What follows belongs to an exercise in optimizing a design on an open flow for small area, a short achievable clock period and few clock cycles per item; a production flow would make more cautious choices.
In this exercise RTL edits were held to simulation tests only and were not proved equivalent to the original.

==> 02-13 <==
==> flow/design.v <==
package bse_pkg;
    localparam int DEPTH   = 32;
    localparam int DATA_W  = 32;
    localparam int IDX_W   = $clog2(DEPTH);
    localparam int CNT_W   = $clog2(DEPTH + 1);
endpackage
module bse_ctrl (
    input  logic                               clk,
    input  logic                               rst_n,
    input  logic                               in_valid,
    input  logic                               in_last,
    input  logic signed [bse_pkg::DATA_W-1:0]  in_value,
    output logic                               in_ready,
    input  logic                               pop,
    input  logic                               pop_final,
    output logic                               truncated,
    output logic signed [bse_pkg::DATA_W-1:0]  x_value,
    output logic                               y_ins,
    output logic                               y_close,
    output logic signed [bse_pkg::DATA_W-1:0]  y_value
);
    logic [bse_pkg::CNT_W-1:0] cnt_reg;    
    logic [bse_pkg::CNT_W-1:0] occ_reg;    
    logic                      trunc_reg;
    logic                      x_ins, x_close;
    logic                      in_beat, drop;
    logic [bse_pkg::CNT_W-1:0] cnt_nx, occ_nx;
    logic                      inc, full_nx, drop_nx;
    logic                      ready_reg;   
    assign drop     = (cnt_reg == bse_pkg::CNT_W'(bse_pkg::DEPTH));
    assign in_ready = ready_reg;
    assign in_beat  = in_valid && in_ready;
    always_comb
    begin
        cnt_nx = cnt_reg;
        if (in_beat)
        begin
            if (in_last)
                cnt_nx = '0;
            else if (!drop)
                cnt_nx = cnt_reg + 1'b1;
        end
        inc = in_beat && !drop;
        case ({inc, pop})
            2'b10:   occ_nx = occ_reg + 1'b1;
            2'b01:   occ_nx = occ_reg - 1'b1;
            default: occ_nx = occ_reg;
        endcase
        full_nx = ((occ_reg == bse_pkg::CNT_W'(bse_pkg::DEPTH)) && (inc == pop))
               || ((occ_reg == bse_pkg::CNT_W'(bse_pkg::DEPTH - 1)) && inc && !pop);
        drop_nx = in_beat ? (!in_last && (drop || (cnt_reg == bse_pkg::CNT_W'(bse_pkg::DEPTH - 1))))
                          : drop;
    end
    always_ff @(posedge clk or negedge rst_n)
    begin
        if (!rst_n)
        begin
            cnt_reg   <= '0;
            occ_reg   <= '0;
            ready_reg <= 1'b1;
            trunc_reg <= 1'b0;
            x_ins     <= 1'b0;
            x_close   <= 1'b0;
            y_ins     <= 1'b0;
            y_close   <= 1'b0;
        end
        else
        begin
            cnt_reg   <= cnt_nx;
            occ_reg   <= occ_nx;
            ready_reg <= !full_nx || drop_nx;
            if (in_beat && drop)
                trunc_reg <= 1'b1;
            else if (pop && pop_final)
                trunc_reg <= 1'b0;
            x_ins   <= in_beat && !drop;
            x_close <= in_beat && in_last;
            y_ins   <= x_ins;
            y_close <= x_close;
        end
    end
    always_ff @(posedge clk)
    begin
        x_value <= in_value;
        y_value <= x_value;
    end
    assign truncated = trunc_reg;
endmodule
module bse_datapath (
    input  logic                               clk,
    input  logic                               rst_n,
    input  logic                               out_ready,
    input  logic signed [bse_pkg::DATA_W-1:0]  x_value,
    input  logic                               y_ins,
    input  logic                               y_close,
    input  logic signed [bse_pkg::DATA_W-1:0]  y_value,
    output logic                               pop,
    output logic                               head_valid,
    output logic                               head_final,
    output logic signed [bse_pkg::DATA_W-1:0]  head
);
    localparam int N = bse_pkg::DEPTH;
    logic signed [bse_pkg::DATA_W-1:0] d_reg [N];   
    logic [N-1:0] v_reg;      
    logic [N-1:0] k_reg;      
    logic [N-1:0] p_reg;      
    logic [N-1:0] c_reg;      
    logic         par_reg;    
    logic [N+1:0] ge;         
    logic [N:0]   cx;         
    logic         xy;         
    logic [N-1:0] s_hold, s_left, s_right, s_new;   
    function automatic logic lt_s32(input logic [31:0] a, input logic [31:0] b);
        logic [31:0] l0, e0;
        logic [15:0] l1, e1;
        logic [7:0]  l2, e2;
        logic [3:0]  l3, e3;
        logic [1:0]  l4, e4;
        logic [31:0] au, bu;
        au = {~a[31], a[30:0]};
        bu = {~b[31], b[30:0]};
        l0 = ~au & bu;
        e0 = ~(au ^ bu);
        for (int i = 0; i < 16; i++) begin l1[i] = l0[2*i+1] | (e0[2*i+1] & l0[2*i]); e1[i] = e0[2*i+1] & e0[2*i]; end
        for (int i = 0; i < 8; i++)  begin l2[i] = l1[2*i+1] | (e1[2*i+1] & l1[2*i]); e2[i] = e1[2*i+1] & e1[2*i]; end
        for (int i = 0; i < 4; i++)  begin l3[i] = l2[2*i+1] | (e2[2*i+1] & l2[2*i]); e3[i] = e2[2*i+1] & e2[2*i]; end
        for (int i = 0; i < 2; i++)  begin l4[i] = l3[2*i+1] | (e3[2*i+1] & l3[2*i]); e4[i] = e3[2*i+1] & e3[2*i]; end
        lt_s32 = l4[1] | (e4[1] & l4[0]);
    endfunction
    logic signed [bse_pkg::DATA_W-1:0] d_nx [N];
    logic [N-1:0] v_nx, k_nx, p_nx, c_nx;
    logic         hv_reg, hf_reg;    
    assign head_valid = hv_reg;
    assign pop        = hv_reg && out_ready;
    assign head_final = hf_reg;
    assign head       = d_reg[0];
    always_comb
    begin
        ge[0] = 1'b0;
        for (int j = 0; j < N; j++)
            ge[j+1] = y_ins && (!v_reg[j] || (k_reg[j] && c_reg[j]));
        ge[N+1] = y_ins;
        for (int j = 0; j < N; j++)
        begin
            s_hold[j]  = pop ? ge[j+1]                : !ge[j+1];
            s_left[j]  = !pop && ge[j+1] && ge[j];
            s_right[j] = pop && !ge[j+2];
            s_new[j]   = pop ? (ge[j+2] && !ge[j+1]) : (ge[j+1] && !ge[j]);
        end
        for (int j = 0; j < N; j++)
            cx[j] = lt_s32(x_value, d_reg[j]);
        cx[N] = 1'b1;
        xy = lt_s32(x_value, y_value);
        for (int j = 0; j < N; j++)
        begin
            v_nx[j] = (s_hold[j] & v_reg[j]) | (s_new[j])
                    | ((j > 0) ? (s_left[j] & v_reg[j-1]) : 1'b0)
                    | ((j < N-1) ? (s_right[j] & v_reg[j+1]) : 1'b0);
            k_nx[j] = !y_close & ((s_hold[j] & k_reg[j]) | (s_new[j])
                    | ((j > 0) ? (s_left[j] & k_reg[j-1]) : 1'b0)
                    | ((j < N-1) ? (s_right[j] & k_reg[j+1]) : 1'b0));
            d_nx[j] = ({bse_pkg::DATA_W{s_hold[j]}} & d_reg[j])
                    | ({bse_pkg::DATA_W{s_new[j]}} & y_value)
                    | ((j > 0) ? ({bse_pkg::DATA_W{s_left[j]}} & d_reg[j-1]) : '0)
                    | ((j < N-1) ? ({bse_pkg::DATA_W{s_right[j]}} & d_reg[j+1]) : '0);
            p_nx[j] = (s_hold[j] & p_reg[j]) | (s_new[j] & par_reg)
                    | ((j > 0) ? (s_left[j] & p_reg[j-1]) : 1'b0)
                    | ((j < N-1) ? (s_right[j] & p_reg[j+1]) : 1'b0);
            c_nx[j] = (s_hold[j] & cx[j]) | (s_new[j] & xy)
                    | ((j > 0) ? (s_left[j] & cx[j-1]) : 1'b0)
                    | (s_right[j] & cx[j+1]);
        end
    end
    always_ff @(posedge clk or negedge rst_n)
    begin
        if (!rst_n)
        begin
            v_reg   <= '0;
            k_reg   <= '0;
            par_reg <= 1'b0;
            hv_reg  <= 1'b0;
            hf_reg  <= 1'b0;
        end
        else
        begin
            v_reg   <= v_nx;
            k_reg   <= k_nx;
            if (y_close)
                par_reg <= !par_reg;
            hv_reg  <= v_nx[0] && !k_nx[0];
            hf_reg  <= !v_nx[1] || (p_nx[1] != p_nx[0]);
        end
    end
    always_ff @(posedge clk)
    begin
        for (int j = 0; j < N; j++)
            d_reg[j] <= d_nx[j];
        p_reg <= p_nx;
        c_reg <= c_nx;
    end
endmodule
module bubble_sort_engine_core (
    input  logic               clk,
    input  logic               rst_n,
    input  logic               in_valid,
    output logic               in_ready,
    input  logic signed [31:0] in_value,
    input  logic               in_last,
    output logic               out_valid,
    input  logic               out_ready,
    output logic signed [31:0] out_value,
    output logic               out_final,
    output logic               out_truncated
);
    logic                                pop;
    logic signed [bse_pkg::DATA_W-1:0]   x_value;
    logic                                y_ins;
    logic                                y_close;
    logic signed [bse_pkg::DATA_W-1:0]   y_value;
    bse_ctrl u_ctrl (
        .clk       (clk),
        .rst_n     (rst_n),
        .in_valid  (in_valid),
        .in_last   (in_last),
        .in_value  (in_value),
        .in_ready  (in_ready),
        .pop       (pop),
        .pop_final (out_final),
        .truncated (out_truncated),
        .x_value   (x_value),
        .y_ins     (y_ins),
        .y_close   (y_close),
        .y_value   (y_value)
    );
    bse_datapath u_dp (
        .clk        (clk),
        .rst_n      (rst_n),
        .out_ready  (out_ready),
        .x_value    (x_value),
        .y_ins      (y_ins),
        .y_close    (y_close),
        .y_value    (y_value),
        .pop        (pop),
        .head_valid (out_valid),
        .head_final (out_final),
        .head       (out_value)
    );
endmodule
==> flow/run.sh <==
#!/bin/bash
# synth_recipe.tcl (not shown) runs the flow's synth.tcl, then flattens the netlist and writes it again
# the make line also repeats each setting of config.mk as NAME=value (left out here)
make -C /OpenROAD-flow-scripts/flow DESIGN_CONFIG=/design/flow/config.mk WORK_HOME=/design/flow/orfs CLKGATE_MAP_FILE= SYNTH_SCRIPT=/design/flow/synth_recipe.tcl finish
==> flow/config.mk <==
export PLATFORM = sky130hd
export DESIGN_NAME = bubble_sort_engine_core
export DESIGN_NICKNAME = bubble_sort_engine_core
export VERILOG_FILES = /design/flow/design.v
export SDC_FILE = /design/flow/constraint.sdc
export NUM_CORES = 4
export LEC_CHECK = 0
export CAP_MARGIN = 20
export CORE_MARGIN = 2
export CORE_UTILIZATION = 40
export SETUP_SLACK_MARGIN = 2.4
export SLEW_MARGIN = 20
==> flow/constraint.sdc <==
create_clock -name core_clock -period 5.0 [get_ports {clk}]
set_input_delay 1.0000 -clock core_clock [delete_from_list [all_inputs] [get_ports {clk}]]
set_output_delay 1.0000 -clock core_clock [all_outputs]
set_load 0.01 [all_outputs]
==> 12-28 (differences from 02-13) <==
==> flow/design.v, changed modules only <==
module bse_ctrl (
    input  logic                               clk,
    input  logic                               rst_n,
    input  logic                               in_valid,
    input  logic                               in_last,
    input  logic signed [bse_pkg::DATA_W-1:0]  in_value,
    output logic                               in_ready,
    input  logic                               pop,
    input  logic                               pop_final,
    output logic                               truncated,
    output logic signed [bse_pkg::DATA_W-1:0]  x_value,
    output logic                               y_ins,
    output logic                               y_close,
    output logic signed [bse_pkg::DATA_W-1:0]  y_value
);
    logic [bse_pkg::CNT_W-1:0] cnt_reg;    
    logic [bse_pkg::CNT_W-1:0] occ_reg;    
    logic                      trunc_reg;
    logic                      x_ins, x_close;
    logic                      in_beat, drop;
    assign drop     = (cnt_reg == bse_pkg::CNT_W'(bse_pkg::DEPTH));
    assign in_ready = (occ_reg != bse_pkg::CNT_W'(bse_pkg::DEPTH)) || drop;
    assign in_beat  = in_valid && in_ready;
    always_ff @(posedge clk or negedge rst_n)
    begin
        if (!rst_n)
        begin
            cnt_reg   <= '0;
            occ_reg   <= '0;
            trunc_reg <= 1'b0;
            x_ins     <= 1'b0;
            x_close   <= 1'b0;
            y_ins     <= 1'b0;
            y_close   <= 1'b0;
        end
        else
        begin
            if (in_beat)
            begin
                if (in_last)
                    cnt_reg <= '0;
                else if (!drop)
                    cnt_reg <= cnt_reg + 1'b1;
            end
            occ_reg <= occ_reg + bse_pkg::CNT_W'(in_beat && !drop) - bse_pkg::CNT_W'(pop);
            if (in_beat && drop)
                trunc_reg <= 1'b1;
            else if (pop && pop_final)
                trunc_reg <= 1'b0;
            x_ins   <= in_beat && !drop;
            x_close <= in_beat && in_last;
            y_ins   <= x_ins;
            y_close <= x_close;
        end
    end
    always_ff @(posedge clk)
    begin
        x_value <= in_value;
        y_value <= x_value;
    end
    assign truncated = trunc_reg;
endmodule
module bse_datapath (
    input  logic                               clk,
    input  logic                               rst_n,
    input  logic                               out_ready,
    input  logic signed [bse_pkg::DATA_W-1:0]  x_value,
    input  logic                               y_ins,
    input  logic                               y_close,
    input  logic signed [bse_pkg::DATA_W-1:0]  y_value,
    output logic                               pop,
    output logic                               head_valid,
    output logic                               head_final,
    output logic signed [bse_pkg::DATA_W-1:0]  head
);
    localparam int N = bse_pkg::DEPTH;
    logic signed [bse_pkg::DATA_W-1:0] d_reg [N];   
    logic [N-1:0] v_reg;      
    logic [N-1:0] k_reg;      
    logic [N-1:0] p_reg;      
    logic [N-1:0] c_reg;      
    logic         par_reg;    
    logic [N+1:0] ge;         
    logic [N:0]   cx;         
    logic         xy;         
    logic [1:0]   src [N];    
    localparam logic [1:0] S_HOLD = 2'd0, S_LEFT = 2'd1, S_RIGHT = 2'd2, S_NEW = 2'd3;
    assign head_valid = v_reg[0] && !k_reg[0];
    assign pop        = head_valid && out_ready;
    assign head_final = !v_reg[1] || (p_reg[1] != p_reg[0]);
    assign head       = d_reg[0];
    always_comb
    begin
        ge[0] = 1'b0;
        for (int j = 0; j < N; j++)
            ge[j+1] = y_ins && (!v_reg[j] || (k_reg[j] && c_reg[j]));
        ge[N+1] = y_ins;
        for (int j = 0; j < N; j++)
        begin
            if (!pop)
                src[j] = !ge[j+1] ? S_HOLD : (!ge[j] ? S_NEW : S_LEFT);
            else
                src[j] = !ge[j+2] ? S_RIGHT : (!ge[j+1] ? S_NEW : S_HOLD);
        end
        for (int j = 0; j < N; j++)
            cx[j] = x_value < d_reg[j];
        cx[N] = 1'b1;
        xy = x_value < y_value;
    end
    always_ff @(posedge clk or negedge rst_n)
    begin
        if (!rst_n)
        begin
            v_reg   <= '0;
            k_reg   <= '0;
            par_reg <= 1'b0;
        end
        else
        begin
            for (int j = 0; j < N; j++)
            begin
                case (src[j])
                    S_HOLD:  begin v_reg[j] <= v_reg[j];   k_reg[j] <= k_reg[j];   end
                    S_LEFT:  begin v_reg[j] <= v_reg[j-1]; k_reg[j] <= k_reg[j-1]; end
                    S_RIGHT: begin v_reg[j] <= (j < N-1) ? v_reg[j+1] : 1'b0;
                                   k_reg[j] <= (j < N-1) ? k_reg[j+1] : 1'b0; end
                    default: begin v_reg[j] <= 1'b1;       k_reg[j] <= 1'b1;       end
                endcase
                if (y_close)
                    k_reg[j] <= 1'b0;
            end
            if (y_close)
                par_reg <= !par_reg;
        end
    end
    always_ff @(posedge clk)
    begin
        for (int j = 0; j < N; j++)
        begin
            case (src[j])
                S_HOLD:  begin d_reg[j] <= d_reg[j];   p_reg[j] <= p_reg[j];   c_reg[j] <= cx[j];   end
                S_LEFT:  begin d_reg[j] <= d_reg[j-1]; p_reg[j] <= p_reg[j-1]; c_reg[j] <= cx[j-1]; end
                S_RIGHT: begin d_reg[j] <= (j < N-1) ? d_reg[j+1] : d_reg[j];
                               p_reg[j] <= (j < N-1) ? p_reg[j+1] : p_reg[j];
                               c_reg[j] <= cx[j+1]; end
                default: begin d_reg[j] <= y_value;    p_reg[j] <= par_reg;    c_reg[j] <= xy;      end
            endcase
        end
    end
endmodule
- SETUP_SLACK_MARGIN: 2.4 -> default
==> impl_metrics.json <==
{
  "yosys-top-cells-count": "nand2_1, dfxtp_1, a222oi_1",
  "start_util_pct": 40.3,
  "comb_power_uw": 20400,
  "wl_met3_um": 29600,
  "slew_headroom_pct": 37.6,
  "synthDistinctLibCells": 76,
  "crit_path_start": "u_ctrl.x_value[2]",
  "core_area_um2": 179000,
  "regArea_um2": 25300,
  "p_sw_uw": 21700,
  "clock_area_share_pct": 5.78,
  "worstPathArrival_ns": 3.65,
  "vias": 71186,
  "die_height_um": 429,
  "drt-pass1-iter-count": 17,
  "syn_inst": 8275,
  "numSequentialCells": 1237,
  "final_area_um2": 84100,
  "synth_ff_type": "dfxtp_1",
  "outcome": "no timing/DRC/antenna violations",
  "grt_start_max_net_pins": 58
}
(the above is from 02-13)
==> impl_metrics.json <==
{
  "outcome": "no timing/DRC/antenna violations",
  "comb_power_uw": 32300,
  "slew_headroom_pct": 30.5,
  "numSequentialCells": 1234,
  "vias": 70071,
  "drt-pass1-iter-count": 6,
  "final_area_um2": 92900,
  "synth_ff_type": "edfxtp_1",
  "clock_area_share_pct": 5.20,
  "syn_inst": 8619,
  "wl_met3_um": 16400,
  "start_util_pct": 40.3,
  "die_height_um": 461,
  "worstPathArrival_ns": 4.86
}
(the above is from 12-28)
Testbench counts of 02-13, summed over its fixed seeds: cycles 7,169, items 6,824.
Testbench counts of 12-28, summed over its fixed seeds: cycles 7,169, items 6,824.

-- separate check: timing with driven ports --
The flow's constraints put no driver on any port. The routed layouts listed below were extracted and timed again, unchanged, in two steps.
Step 1 assumes that a clkbuf_16 drives the clock port and a buf_2 every other input.
Step 2 also shifts input and output timing later by t, the mid clock arrival at the registers, as if the neighbouring blocks saw the same clock.
Slacks: no drivers / after step 1 / after step 2; pairs: no drivers / after step 1.
| run | t, ns | setup slack, ns | worst data-port slew with drivers (ns) |
|---|---|---|---|
| 02-13 | 0.882 | 2.009 / 2.009 / 1.371 | 0.07 |
| 12-28 | 0.861 | 0.840 / 0.840 / 0.605 | 0.09 |
After both steps every run listed still meets setup and hold. The setup slack of 02-13, which loses most, moves by 0.000 ns with the drivers and by -0.638 ns with both steps.
